This is an optimization exercise on Yosys and OpenROAD, whose aim is small area, a short achievable clock period and few clock cycles, not a production implementation.
RTL that was checked went through simulation tests only; none was proved equivalent to the original.
Power is estimated from default activity; no workload was simulated.

==> flow/design.v (excerpt) <==
module rtc_fields_to_epoch_seconds_unit (
  input  logic      clk,
  input  logic      rst,
  input  logic      start,
  output logic      busy,
  input  rfes_pkg::rfes_in_t  fields,
  output logic      done,
  output rfes_pkg::rfes_out_t result,
  input  logic      cfg_write,
  input  logic      cfg_index,
  input  logic      cfg_data
);
  logic        bcd_mode;
  logic        twelve_hour_mode;
  always_ff @(posedge clk) begin
    if (rst) begin
      bcd_mode         <= 1'b1;
      twelve_hour_mode <= 1'b0;
    end else if (cfg_write) begin
      case (cfg_index)
        rfes_pkg::CFG_BCD_MODE:  bcd_mode         <= cfg_data;
        rfes_pkg::CFG_TWELVE_HR: twelve_hour_mode <= cfg_data;
        default:       bcd_mode         <= bcd_mode;
      endcase
    end
  end
  assign busy = 1'b0;
  logic [5:0]  sec6;
  logic [5:0]  min6;
  logic [4:0]  hv5;
  logic [4:0]  day5;
  logic [6:0]  yr7;
  logic [3:0]  mon4;
  logic [3:0]  h4;
  logic [4:0]  hr5;
  logic        leap;
  logic [3:0]  ml;
  logic [1:0]  fields_r;
  logic        err_sec, err_min, err_hr, err_day, err_mon, err_yr, err_all;
  logic t0;
  logic t1;
  ...
export LEC_CHECK = 0
export CAP_MARGIN = 20
export CORE_MARGIN = 2
export CORE_UTILIZATION = 40
export CTS_BUF_LIST = sky130_fd_sc_hd__clkbuf_8
export SETUP_SLACK_MARGIN = 5.0
export SLEW_MARGIN = 20
create_clock -name core_clock -period 8.0 [get_ports {clk}]
standard.sh (not shown) runs the stock make flow with config.mk's settings and CLKGATE_MAP_FILE= SYNTH_SCRIPT=/design/flow/synth_recipe.tcl, a recipe that flattens the netlist after the stock synthesis.
==> flow/flow/run.sh <==
#!/bin/bash
# Standard layout, with the port buffers made of the smallest buffer cell and
# Yosys's generic fine-grained ABC pass skipped, so that the adders written as
# gates reach full-adder extraction as written.
set -euo pipefail
bash standard.sh SYNTH_ARGS=-noabc BUFFER_PORTS_ARGS="-buffer_cell sky130_fd_sc_hd__buf_1" finish > standard_flow.log 2>&1
Edit:
--- a/flow/design.v
+++ b/flow/design.v
@@ -649,69 +649,80 @@
     ml[0] = (mon4 == 4'd2) && !leap;
     ml[1] = (mon4 == 4'd2) && leap;
     ml[2] = (mon4 == 4'd4) || (mon4 == 4'd6) || (mon4 == 4'd9) || (mon4 == 4'd11);
     ml[3] = !(ml[0] || ml[1] || ml[2]);
     err_day = (fields.raw_monthday == 8'd0) || rfes_pkg::day_gt(fields.raw_monthday, bcd_mode, ml);
     err_all = err_sec || err_min || err_hr || err_day || err_mon || err_yr;
     if (bcd_mode) begin
       fields_r = {fields.raw_year[1] ^ fields.raw_year[4], fields.raw_year[0]};
     end else begin
       fields_r = fields.raw_year[1:0];
     end
   end
-  logic [12:1] mon_oh;
-  assign mon_oh[1] = (mon4 == 4'd1);
-  assign mon_oh[2] = (mon4 == 4'd2);
-  assign mon_oh[3] = (mon4 == 4'd3);
-  assign mon_oh[4] = (mon4 == 4'd4);
-  assign mon_oh[5] = (mon4 == 4'd5);
-  assign mon_oh[6] = (mon4 == 4'd6);
-  assign mon_oh[7] = (mon4 == 4'd7);
-  assign mon_oh[8] = (mon4 == 4'd8);
-  assign mon_oh[9] = (mon4 == 4'd9);
-  assign mon_oh[10] = (mon4 == 4'd10);
-  assign mon_oh[11] = (mon4 == 4'd11);
-  assign mon_oh[12] = (mon4 == 4'd12);
+  logic [3:0]  mona;
+  logic [2:0]  monb;
+  assign mona[0] = (mon4 == 4'd1) || (mon4 == 4'd5) || (mon4 == 4'd9);
+  assign mona[1] = (mon4 == 4'd2) || (mon4 == 4'd6) || (mon4 == 4'd10);
+  assign mona[2] = (mon4 == 4'd3) || (mon4 == 4'd7) || (mon4 == 4'd11);
+  assign mona[3] = (mon4 == 4'd4) || (mon4 == 4'd8) || (mon4 == 4'd12);
+  assign monb[0] = (mon4 == 4'd1) || (mon4 == 4'd2) || (mon4 == 4'd3) || (mon4 == 4'd4);
+  assign monb[1] = (mon4 == 4'd5) || (mon4 == 4'd6) || (mon4 == 4'd7) || (mon4 == 4'd8);
+  assign monb[2] = (mon4 == 4'd9) || (mon4 == 4'd10) || (mon4 == 4'd11) || (mon4 == 4'd12);
   logic        v_q;
   logic [5:0]  errs_q;
   logic        err_q;
   logic [4:0]  q_q;
   logic [1:0]  r_q;
-  logic [12:1] mon_q;    
+  logic [3:0]  mona_q;   
+  logic [2:0]  monb_q;   
   logic [4:0]  day_q;
   logic [4:0]  hr_q;
   logic [5:0]  min_q;
   logic [5:0]  sec_q;
   logic        leap_q;
   always_ff @(posedge clk) begin
     if (rst) begin
       v_q <= 1'b0;
     end else begin
       v_q <= start;
     end
   end
   always_ff @(posedge clk) begin
     errs_q <= {err_sec, err_min, err_hr, err_day, err_mon, err_yr};
     q_q   <= yr7[6:2];
     r_q   <= fields_r;
-    mon_q <= mon_oh;
+    mona_q <= mona;
+    monb_q <= monb;
     day_q <= day5;
     hr_q  <= hr5;
     min_q <= min6;
     sec_q <= sec6;
     leap_q <= leap;
   end
   assign err_q = |errs_q;
   logic [31:0] epoch;
   logic [31:0] tab;
+  logic [12:1] mon_q;
+  assign mon_q[1] = mona_q[0] & monb_q[0];
+  assign mon_q[2] = mona_q[1] & monb_q[0];
+  assign mon_q[3] = mona_q[2] & monb_q[0];
+  assign mon_q[4] = mona_q[3] & monb_q[0];
+  assign mon_q[5] = mona_q[0] & monb_q[1];
+  assign mon_q[6] = mona_q[1] & monb_q[1];
+  assign mon_q[7] = mona_q[2] & monb_q[1];
+  assign mon_q[8] = mona_q[3] & monb_q[1];
+  assign mon_q[9] = mona_q[0] & monb_q[2];
+  assign mon_q[10] = mona_q[1] & monb_q[2];
+  assign mon_q[11] = mona_q[2] & monb_q[2];
+  assign mon_q[12] = mona_q[3] & monb_q[2];
   assign tab[0] = 1'b0;
   assign tab[1] = 1'b0;
   assign tab[2] = 1'b0;
   assign tab[3] = 1'b0;
   assign tab[4] = 1'b0;
   assign tab[5] = 1'b0;
   assign tab[6] = 1'b0;
   assign tab[7] = (mon_q[1] & ~leap_q) | (mon_q[2] & leap_q) | mon_q[4] | mon_q[5] | mon_q[8] | mon_q[11] | mon_q[12];
   assign tab[8] = (mon_q[1] & ~leap_q) | mon_q[5] | mon_q[7] | mon_q[8] | mon_q[10] | mon_q[11];
   assign tab[9] = mon_q[1] | (mon_q[2] & ~leap_q) | mon_q[4] | mon_q[5] | mon_q[6] | mon_q[7] | mon_q[11];
   assign tab[10] = mon_q[3] | mon_q[5] | mon_q[6] | mon_q[10];
   assign tab[11] = mon_q[3] | mon_q[4] | mon_q[10] | mon_q[11] | mon_q[12];
=> The new run completed with no timing, DRC or antenna violations. Synthesized cell count climbs by 1.5%. Utilization drops by 0.17 points. Design area drops by 0.70%. Wire length drops by 4.6%. Flip-flop and latch count drops by 5. Die area drops by 0.84%. Worst setup slack stays flat. Synthesized area drops by 0.87%. Register-to-register slack got worse by 0.095 ns. Cell count climbs by 0.47%. Combinational power is about the same. Power drops by 0.41%. Clock-buffer cell count drops by 1. Clock power climbs by 7.7%.
Testbench counts after the change, summed over its fixed seeds: cycles 2,144.
No functional check of the RTL was part of the first run of this note.

==> port drivers added, routing unchanged <==
Ports are ideal in the flow. The routed layouts listed here were re-timed in OpenROAD. Step 1 assumes that a clkbuf_16 drives the clock port and a buf_2 every other input. Step 2 times the ports against the registers' clock, not the clock port: input delays grow and output delays shrink by t, the midpoint of the rising clock arrivals with the driver on. Three values: ideal ports, drivers, drivers and shift; two values: the first two.
run | shift t [ns] | setup WS [ns] | worst data-port slew with drivers (ns) | cell pins on the clock port's net
the first run | 0.472 | 5.182 / 5.195 / 4.723 | 0.04 | 1
the second run | 0.474 | 5.185 / 5.185 / 4.750 | 0.04 | 1
After both steps setup and hold are still met in every run listed. The setup slack of the first run, which loses most, moves by +0.013 ns with the drivers and by -0.459 ns with both steps.
